Source: an optimization exercise on an open RTL-to-GDS flow (aim: small area, a short achievable clock period and few clock cycles per item). Production flows keep margins and buffers that such runs may drop.
In this exercise RTL edits were held to simulation tests only and were not proved equivalent to the original.
Power figures rest on the tool's default switching activity, not on a simulated workload.

==> design/flow/design.v <==
`default_nettype none
package fft_pkg;
	typedef logic signed [16-1:0] sample_t;
	typedef struct packed {
		sample_t re;
		sample_t im;
	} cpx_t;
	typedef logic [4-1:0] addr_t;
	typedef logic [4-2:0] tw_idx_t;
	typedef enum logic [1:0] {
		ST_LOAD,
		ST_COMPUTE,
		ST_UNLOAD
	} engine_state_e;
endpackage
`default_nettype wire
`default_nettype none
module fft_loader (
	input  logic             i_clk,
	input  logic             i_arst_n,
	input  logic             i_in_valid,
	output logic             o_in_ready,
	input  fft_pkg::sample_t i_in_re,
	input  fft_pkg::sample_t i_in_im,
	input  logic             ld_open,
	output logic             ld_wr_en,
	output fft_pkg::addr_t   ld_wr_addr,
	output fft_pkg::cpx_t    ld_wr_data,
	output logic             ld_last
);
	fft_pkg::addr_t cnt;
	logic  accept;
	fft_pkg::addr_t cnt_rev;
	always_comb begin
		for (int i = 0; i < 4; i++) begin
			cnt_rev[i] = cnt[4-1-i];
		end
	end
	assign o_in_ready = ld_open;
	assign accept     = i_in_valid && ld_open;
	assign ld_wr_en      = accept;
	assign ld_wr_addr    = cnt_rev;
	assign ld_wr_data.re = i_in_re;
	assign ld_wr_data.im = i_in_im;
	assign ld_last       = accept && (cnt == fft_pkg::addr_t'(16 - 1));
	always_ff @(posedge i_clk or negedge i_arst_n) begin
		if (!i_arst_n) begin
			cnt <= '0;
		end else if (accept) begin
			cnt <= cnt + fft_pkg::addr_t'(1);
		end
	end
endmodule
`default_nettype wire
`default_nettype none
module fft_butterfly (
	input  logic          i_clk,
	input  logic          i_arst_n,
	input  logic          i_issue,
	input  fft_pkg::cpx_t i_a,
	input  fft_pkg::cpx_t i_b,
	input  fft_pkg::cpx_t i_w,
	output fft_pkg::cpx_t o_sum,
	output fft_pkg::cpx_t o_diff,
	output logic          o_valid
);
	fft_pkg::sample_t b_re, b_im, w_re, w_im;
	fft_pkg::sample_t t_re, t_im;
	logic signed [2*16:0] p_re, p_im;
	assign b_re = i_b.re;
	assign b_im = i_b.im;
	assign w_re = i_w.re;
	assign w_im = i_w.im;
	assign p_re = b_re * w_re - b_im * w_im;
	assign p_im = b_re * w_im + b_im * w_re;
	assign t_re = p_re[8 +: 16];
	assign t_im = p_im[8 +: 16];
	always_ff @(posedge i_clk) begin
		o_sum.re  <= i_a.re + t_re;
		o_sum.im  <= i_a.im + t_im;
		o_diff.re <= i_a.re - t_re;
		o_diff.im <= i_a.im - t_im;
	end
	always_ff @(posedge i_clk or negedge i_arst_n) begin
		if (!i_arst_n) begin
			o_valid <= 1'b0;
		end else begin
			o_valid <= i_issue;
		end
	end
endmodule
`default_nettype wire
`default_nettype none
module fft_engine (
	input  logic           i_clk,
	input  logic           i_arst_n,
	output logic           ld_open,
	input  logic           ld_wr_en,
	input  fft_pkg::addr_t ld_wr_addr,
	input  fft_pkg::cpx_t  ld_wr_data,
	input  logic           ld_last,
	output logic           rd_open,
	input  fft_pkg::addr_t rd_addr,
	output fft_pkg::cpx_t  rd_data,
	input  logic           rd_done
);
	fft_pkg::engine_state_e state;
	logic [2*16-1:0] bank [0:16-1];
	logic [1:0] stage;
	logic [2:0] pair;
	logic       gap;
	logic       issue;
	fft_pkg::addr_t   span, k, lo, hi;
	fft_pkg::tw_idx_t tw_idx;
	fft_pkg::cpx_t    tw;
	fft_pkg::cpx_t    bf_a, bf_b;
	fft_pkg::addr_t wb_lo, wb_hi;
	fft_pkg::cpx_t  bf_sum, bf_diff;
	logic  bf_valid;
	assign ld_open = (state == fft_pkg::ST_LOAD);
	assign rd_open = (state == fft_pkg::ST_UNLOAD);
	assign rd_data = bank[rd_addr];
	assign issue = (state == fft_pkg::ST_COMPUTE) && !gap;
	always_ff @(posedge i_clk or negedge i_arst_n) begin
		if (!i_arst_n) begin
			state <= fft_pkg::ST_LOAD;
			stage <= '0;
			pair  <= '0;
			gap   <= 1'b0;
		end else begin
			case (state)
				fft_pkg::ST_LOAD: begin
					if (ld_wr_en && ld_last) begin
						state <= fft_pkg::ST_COMPUTE;
					end
				end
				fft_pkg::ST_COMPUTE: begin
					if (gap) begin
						gap   <= 1'b0;
						stage <= stage + 2'd1;
						if (stage == 2'(4 - 1)) begin
							state <= fft_pkg::ST_UNLOAD;
						end
					end else begin
						pair <= pair + 3'd1;
						if (pair == 3'd7) begin
							gap <= 1'b1;
						end
					end
				end
				fft_pkg::ST_UNLOAD: begin
					if (rd_done) begin
						state <= fft_pkg::ST_LOAD;
					end
				end
				default: state <= fft_pkg::ST_LOAD;
			endcase
		end
	end
	always_comb begin
		span   = fft_pkg::addr_t'(1) << stage;
		k      = {1'b0, pair} & (span - fft_pkg::addr_t'(1));
		lo     = (({1'b0, pair} - k) << 1) | k;
		hi     = lo | span;
		tw_idx = fft_pkg::tw_idx_t'(k << (2'd3 - stage));
	end
	always_comb begin
		case (tw_idx)
			3'd0: tw = {16'sd256,  16'sd0};
			3'd1: tw = {16'sd237,  -16'sd98};
			3'd2: tw = {16'sd181,  -16'sd181};
			3'd3: tw = {16'sd98,   -16'sd237};
			3'd4: tw = {16'sd0,    -16'sd256};
			3'd5: tw = {-16'sd98,  -16'sd237};
			3'd6: tw = {-16'sd181, -16'sd181};
			default: tw = {-16'sd237, -16'sd98};
		endcase
	end
	assign bf_a = bank[lo];
	assign bf_b = bank[hi];
	fft_butterfly u_bf (
		.i_clk    (i_clk),
		.i_arst_n (i_arst_n),
		.i_issue  (issue),
		.i_a      (bf_a),
		.i_b      (bf_b),
		.i_w      (tw),
		.o_sum    (bf_sum),
		.o_diff   (bf_diff),
		.o_valid  (bf_valid)
	);
	always_ff @(posedge i_clk) begin
		wb_lo <= lo;
		wb_hi <= hi;
		if (ld_wr_en) begin
			bank[ld_wr_addr] <= ld_wr_data;
		end
		if (bf_valid) begin
			bank[wb_lo] <= bf_sum;
			bank[wb_hi] <= bf_diff;
		end
	end
endmodule
`default_nettype wire
`default_nettype none
module fft_unloader (
	input  logic             i_clk,
	input  logic             i_arst_n,
	input  logic             rd_open,
	output fft_pkg::addr_t   rd_addr,
	input  fft_pkg::cpx_t    rd_data,
	output logic             rd_done,
	output logic             o_out_valid,
	input  logic             i_out_ready,
	output fft_pkg::sample_t o_out_re,
	output fft_pkg::sample_t o_out_im,
	output logic             o_out_last
);
	fft_pkg::addr_t rd_addr_q;
	logic  all_fetched;
	logic  done_q;
	logic  fire;
	logic  fetch;
	fft_pkg::cpx_t  out_q;
	assign rd_addr = rd_addr_q;
	assign rd_done = done_q;
	assign fire  = o_out_valid && i_out_ready;
	assign fetch = rd_open && !all_fetched && (!o_out_valid || i_out_ready);
	always_ff @(posedge i_clk or negedge i_arst_n) begin
		if (!i_arst_n) begin
			rd_addr_q   <= '0;
			all_fetched <= 1'b0;
			done_q      <= 1'b0;
			o_out_valid <= 1'b0;
			o_out_last  <= 1'b0;
		end else begin
			done_q <= fire && o_out_last;
			if (fetch) begin
				rd_addr_q   <= rd_addr_q + fft_pkg::addr_t'(1);
				o_out_valid <= 1'b1;
				o_out_last  <= (rd_addr_q == fft_pkg::addr_t'(16 - 1));
				if (rd_addr_q == fft_pkg::addr_t'(16 - 1)) begin
					all_fetched <= 1'b1;
				end
			end else if (fire) begin
				o_out_valid <= 1'b0;
				o_out_last  <= 1'b0;
			end
			if (done_q) begin
				all_fetched <= 1'b0;
			end
		end
	end
	always_ff @(posedge i_clk) begin
		if (fetch) begin
			out_q <= rd_data;
		end
	end
	assign o_out_re = out_q.re;
	assign o_out_im = out_q.im;
endmodule
`default_nettype wire
`default_nettype none
module fft_top (
	input  logic             i_clk,
	input  logic             i_arst_n,
	input  logic             i_in_valid,
	output logic             o_in_ready,
	input  fft_pkg::sample_t i_in_re,
	input  fft_pkg::sample_t i_in_im,
	output logic             o_out_valid,
	input  logic             i_out_ready,
	output fft_pkg::sample_t o_out_re,
	output fft_pkg::sample_t o_out_im,
	output logic             o_out_last
);
	logic  ld_open, ld_wr_en, ld_last;
	fft_pkg::addr_t ld_wr_addr;
	fft_pkg::cpx_t  ld_wr_data;
	logic  rd_open, rd_done;
	fft_pkg::addr_t rd_addr;
	fft_pkg::cpx_t  rd_data;
	fft_loader u_loader (
		.i_clk      (i_clk),
		.i_arst_n   (i_arst_n),
		.i_in_valid (i_in_valid),
		.o_in_ready (o_in_ready),
		.i_in_re    (i_in_re),
		.i_in_im    (i_in_im),
		.ld_open    (ld_open),
		.ld_wr_en   (ld_wr_en),
		.ld_wr_addr (ld_wr_addr),
		.ld_wr_data (ld_wr_data),
		.ld_last    (ld_last)
	);
	fft_engine u_engine (
		.i_clk      (i_clk),
		.i_arst_n   (i_arst_n),
		.ld_open    (ld_open),
		.ld_wr_en   (ld_wr_en),
		.ld_wr_addr (ld_wr_addr),
		.ld_wr_data (ld_wr_data),
		.ld_last    (ld_last),
		.rd_open    (rd_open),
		.rd_addr    (rd_addr),
		.rd_data    (rd_data),
		.rd_done    (rd_done)
	);
	fft_unloader u_unloader (
		.i_clk       (i_clk),
		.i_arst_n    (i_arst_n),
		.rd_open     (rd_open),
		.rd_addr     (rd_addr),
		.rd_data     (rd_data),
		.rd_done     (rd_done),
		.o_out_valid (o_out_valid),
		.i_out_ready (i_out_ready),
		.o_out_re    (o_out_re),
		.o_out_im    (o_out_im),
		.o_out_last  (o_out_last)
	);
endmodule
`default_nettype wire
==> design/flow/run.sh <==
#!/bin/bash
# synth_recipe.tcl (not shown) runs the flow's synth.tcl, then flattens the netlist and writes it again
# the make line also repeats each setting of config.mk as NAME=value (left out here)
make -C /OpenROAD-flow-scripts/flow DESIGN_CONFIG=/design/flow/config.mk WORK_HOME=/design/flow/orfs CLKGATE_MAP_FILE= SYNTH_SCRIPT=/design/flow/synth_recipe.tcl finish
==> design/flow/config.mk <==
export PLATFORM = sky130hd
export DESIGN_NAME = fft_top
export DESIGN_NICKNAME = fft_top
export VERILOG_FILES = /design/flow/design.v
export SDC_FILE = /design/flow/constraint.sdc
export NUM_CORES = 4
export LEC_CHECK = 0
export CAP_MARGIN = 20
export CORE_MARGIN = 2
export CORE_UTILIZATION = 30
export SLEW_MARGIN = 20
==> design/flow/constraint.sdc <==
create_clock -name core_clock -period 13.5 [get_ports {i_clk}]
set_input_delay 2.7000 -clock core_clock [delete_from_list [all_inputs] [get_ports {i_clk}]]
set_output_delay 2.7000 -clock core_clock [all_outputs]
set_load 0.01 [all_outputs]
==> flow_summary.toml <==
[logic_synthesis]
ys_warn_count = 4
async_flop_share = 0.03307
synth_most_common_cell = "inv_1"
yosys.area.top_type_share = 0.2273
syn_inst = 6879
ys_top_cells_by_area = "edfxtp_1 23%, fa_1 21%, mux4_2 12%"
synthDistinctLibCells = 86
ys_ff_latch = 635
syn-cell-area_um2 = 71860
synth_ff_type = "edfxtp_1"
ys_seq_area_frac = 0.2541
postSynthAreaPerCell_um2 = 10.45
synth-edff-count = 544
synthTopCellsByCount = "1,095 x inv_1, 767 x fa_1, 658 x nor2_1"
synth_nets = 8039
synth_top_area_cell = "edfxtp_1"

[critical_path]
critPathMaxStageDelay_ns = 0.71
worstSetupPathDepth = 40
critical_path_class = "flip-flop to flip-flop"
crit_required_ns = 14.12
crit_top_cell = "fa_1"
cp_data_arrival_time_ns = 13.39
r2r-end = "u_engine.u_bf.o_sum[30]"
ff2ff_setup_slack_ns = 0.73
crit_path_end_kind = "flip-flop"
crit_slowest_cell = "xnor2_1"
worstPathMaxFanout = 33
crit_family = "adder cells"
r2r-start = "u_engine.stage[0]"
cp-start-kind = "flip-flop"
worst-path-buf-inv = 7
reg2regPathDepth = 40

[timing]
min_period_ns = 12.77
grt_setup_unrepaired = "no"
hold_viol_final = 0
max_slew_margin = 0.1476
max_clock_freq_mhz = 78.30
fin_crit_sh = 0.9460
skew_ns = 0.03233
fin_setup_tns_ns = 0
tightestPinTransition_ns = 1.274
setup_viol = 0
report.final.slew_viol_count = 0

[drt]
wl_met1_mm = 99.99
vias_per_cell = 5.498
first_iter_violations = 7080
first_pass_iters = 6
wl_mm = 270.1
routed-via-count = 54479
wl_met3_mm = 31.06
drc = 0
postRouteAntennaNets = 0
routed.top_layer = "met5"
met2_length_mm = 121.7
routedWlPerCell_um = 27.26

[final_layout]
drive_gt1_frac = 0.1234
nets = 7835
area_delta_synth_final_pct = 9.116
final_util = 0.3294

[global_routing]
antenna_found_initial = 23
grt_pass1_vias = 55573
grt_overflow = 0
grt_usage = 0.2195
grt_pass1_wl_mm = 390.3
grt_max_degree = 98

[die]
die_w_um = 493.4
io_pins = 71
floorplan.rows = 179
start_util = 0.3019
fp.dieH_um = 493.4
core-area_um2 = 238100
die_area_um2 = 243500

[pwr]
total_leakage_power_nw = 32.67
ir_drop_mv = 0.09552
powerDensity_nw_per_um2 = 77.01

[cts]
cts_buffers = 70
cts_tree = "done"
clockRootBuffer = "clkbuf_16"
postCtsSetupBuffers = 0
clockBufferDepth = 3
cts_sinks = 635
cts_resized = 0
worstSkewPairLatency_ns = 0.69
clkSlewWorstSetupHoldPaths_ns = 0.06
cts_hold_buf = 0
cts.htree.levels = 3

[worst_hold_path]
hp-start = "u_unloader.all_fetched"
holdPathStages = 2
hp-class = "flip-flop to flip-flop"
hold_end = "u_unloader.all_fetched"

[run_status]
outcome = "complete, no violations"

[placed_design]
port_buffers = 70
hpwlAfterDp_mm = 182.7
place_congestion = 0.9550

[run]
maxCapViolations = 0
==> cell usage in the layout (no fill, tap or decap), types with 46 or more instances in the layout <==
master and count:
inv_1 1094, fa_1 767, nor2_1 646, nand2_1 562, edfxtp_1 544, mux2i_1 505, mux4_2 398, a21oi_1 388
ha_1 357, o21ai_0 228, buf_4 147, xnor2_1 133, nand2b_1 82, clkbuf_16 72, dfxtp_1 70, clkdlybuf4s50_1 69
mux2_2 47, nand3_1 46
==> worst register-to-register path, delay by kind of cell (launching register included) <==
kind / cells / cell delay [ns]
compound gates: 11 / 2.80
xor+xnor: 1 / 0.72
fa+ha+maj: 11 / 4.52
buf+inv: 7 / 1.37
flops: 1 / 0.64
mux: 2 / 0.93
simple gates: 8 / 1.76
==> cell type report <==
| cell class | instances | area, um^2 |
|---|---|---|
| diodes | 9 | 22.52 |
| clock buffers | 92 | 1927 |
| clock inverters | 37 | 369.1 |
| fillers | 23772 | 159700 |
| inverters | 1102 | 4141 |
| multi-input cells | 4642 | 47780 |
| flip-flops and latches | 635 | 18280 |
| well taps | 3167 | 3963 |
| repair buffers | 224 | 1939 |
==> report_power, final <==
| part | internal, mW | switching, mW | total, mW |
|---|---|---|---|
| sequential | 2.21 | 0.446 | 2.66 |
| combinational | 0.475 | 0.882 | 1.36 |
| clock | 1.13 | 0.896 | 2.02 |
==> worst max-delay path by stage <==
stage / from / endpoint / slack, ns
final: u_engine.stage[0] / u_engine.u_bf.o_sum[30] / 0.73
after global routing: u_engine.stage[0] / u_engine.u_bf.o_sum[30] / 0.01
after CTS: u_engine.stage[0] / u_engine.u_bf.o_sum[28] / 0.74
after detailed placement: u_engine.stage[0] / u_engine.u_bf.o_sum[30] / 0.73
after global placement: u_engine.stage[0] / u_engine.u_bf.o_sum[28] / 1.03
after floorplan: u_engine.stage[1] / u_engine.u_bf.o_sum[30] / 2.29
==> cells by family after synthesis <==
logic type / count (synthesis) / share of synthesized area
XOR/XNOR: 175 / 0.02230
AND/OR/NAND/NOR: 1562 / 0.09266
adder cells (fa/ha/maj): 1124 / 0.2758
other: 2 / 0.0001045
flip-flops: 635 / 0.2541
AO/OA/AOI/OAI: 820 / 0.06419
multiplexers: 959 / 0.2053
buffers and inverters: 1602 / 0.08550
==> registers in the layout, indices dropped and copies added, names as in the netlist <==
register / cells
u_unloader.o_out_valid: 1
u_engine.pair: 3
u_engine.wb_hi: 4
u_engine.gap: 1
u_loader.cnt: 4
u_unloader.rd_addr_q: 4
u_engine.wb_lo: 4
u_engine.state: 2
u_unloader.done_q: 1
u_engine.u_bf.o_valid: 1
u_engine.u_bf.o_diff: 30
u_engine.u_bf.o_sum: 32
u_engine.bank: 512
u_engine.stage: 2
u_unloader.out_q: 32
u_unloader.o_out_last: 1
u_unloader.all_fetched: 1
==> metal layers <==
| metal | global-route usage | vias to the layer above |
|---|---|---|
| met2 | 0.3408 | 3633 |
| met3 | 0.05202 | 788 |
| met1 | 0.2804 | 27427 |
| met4 | 0.1241 | 12 |
| met5 | 0 | - |
| li1 | - | 22619 |
==> per-stage QoR <==
| stage | setup WS [ns] | std cells | power [mW] | hold WS (ns) | instance area (um^2) |
|---|---|---|---|---|---|
| floorplan | 2.288 | 6879 | 3.351 | 0.3999 | 71860 |
| global placement | 1.028 | 9770 | 3.949 | 0.4955 | 76080 |
| detailed placement | 0.7338 | 9770 | 3.954 | 0.5045 | 76080 |
| CTS | 0.7363 | 9899 | 5.969 | 0.5192 | 78380 |
| global route | 0.01409 | 9905 | 6.209 | 0.5507 | 78410 |
| finish | 0.7291 | 9908 | 6.039 | 0.5184 | 78420 |
Testbench counts, summed over its fixed seeds: cycles 4,472, frames 64.

==> afterwards: timing with drivers on the ports <==
The results above use ideal ports. As a check the final layout listed here was re-extracted and re-timed, cells and wires unchanged. Step 1 assumes that a clkbuf_16 drives the clock port and a buf_2 every other input. Step 2 moves the port delays by t, midway between the first and last clock arrival at a register: inputs arrive t later, outputs are due t later. That takes back most of the time a late clock gives input paths. Slacks: no drivers / after step 1 / after step 2; pairs: no drivers / after step 1.
t, ns: 0.739
setup WS [ns]: 0.729 / 0.729 / 0.729
worst hold slack (ns): 0.518 / 0.518 / 0.518
worst setup path at the end: register to register
After both steps setup and hold are still met in this run. For this run, drivers alone change the setup slack by 0.000 ns; drivers and shift together by 0.000 ns.
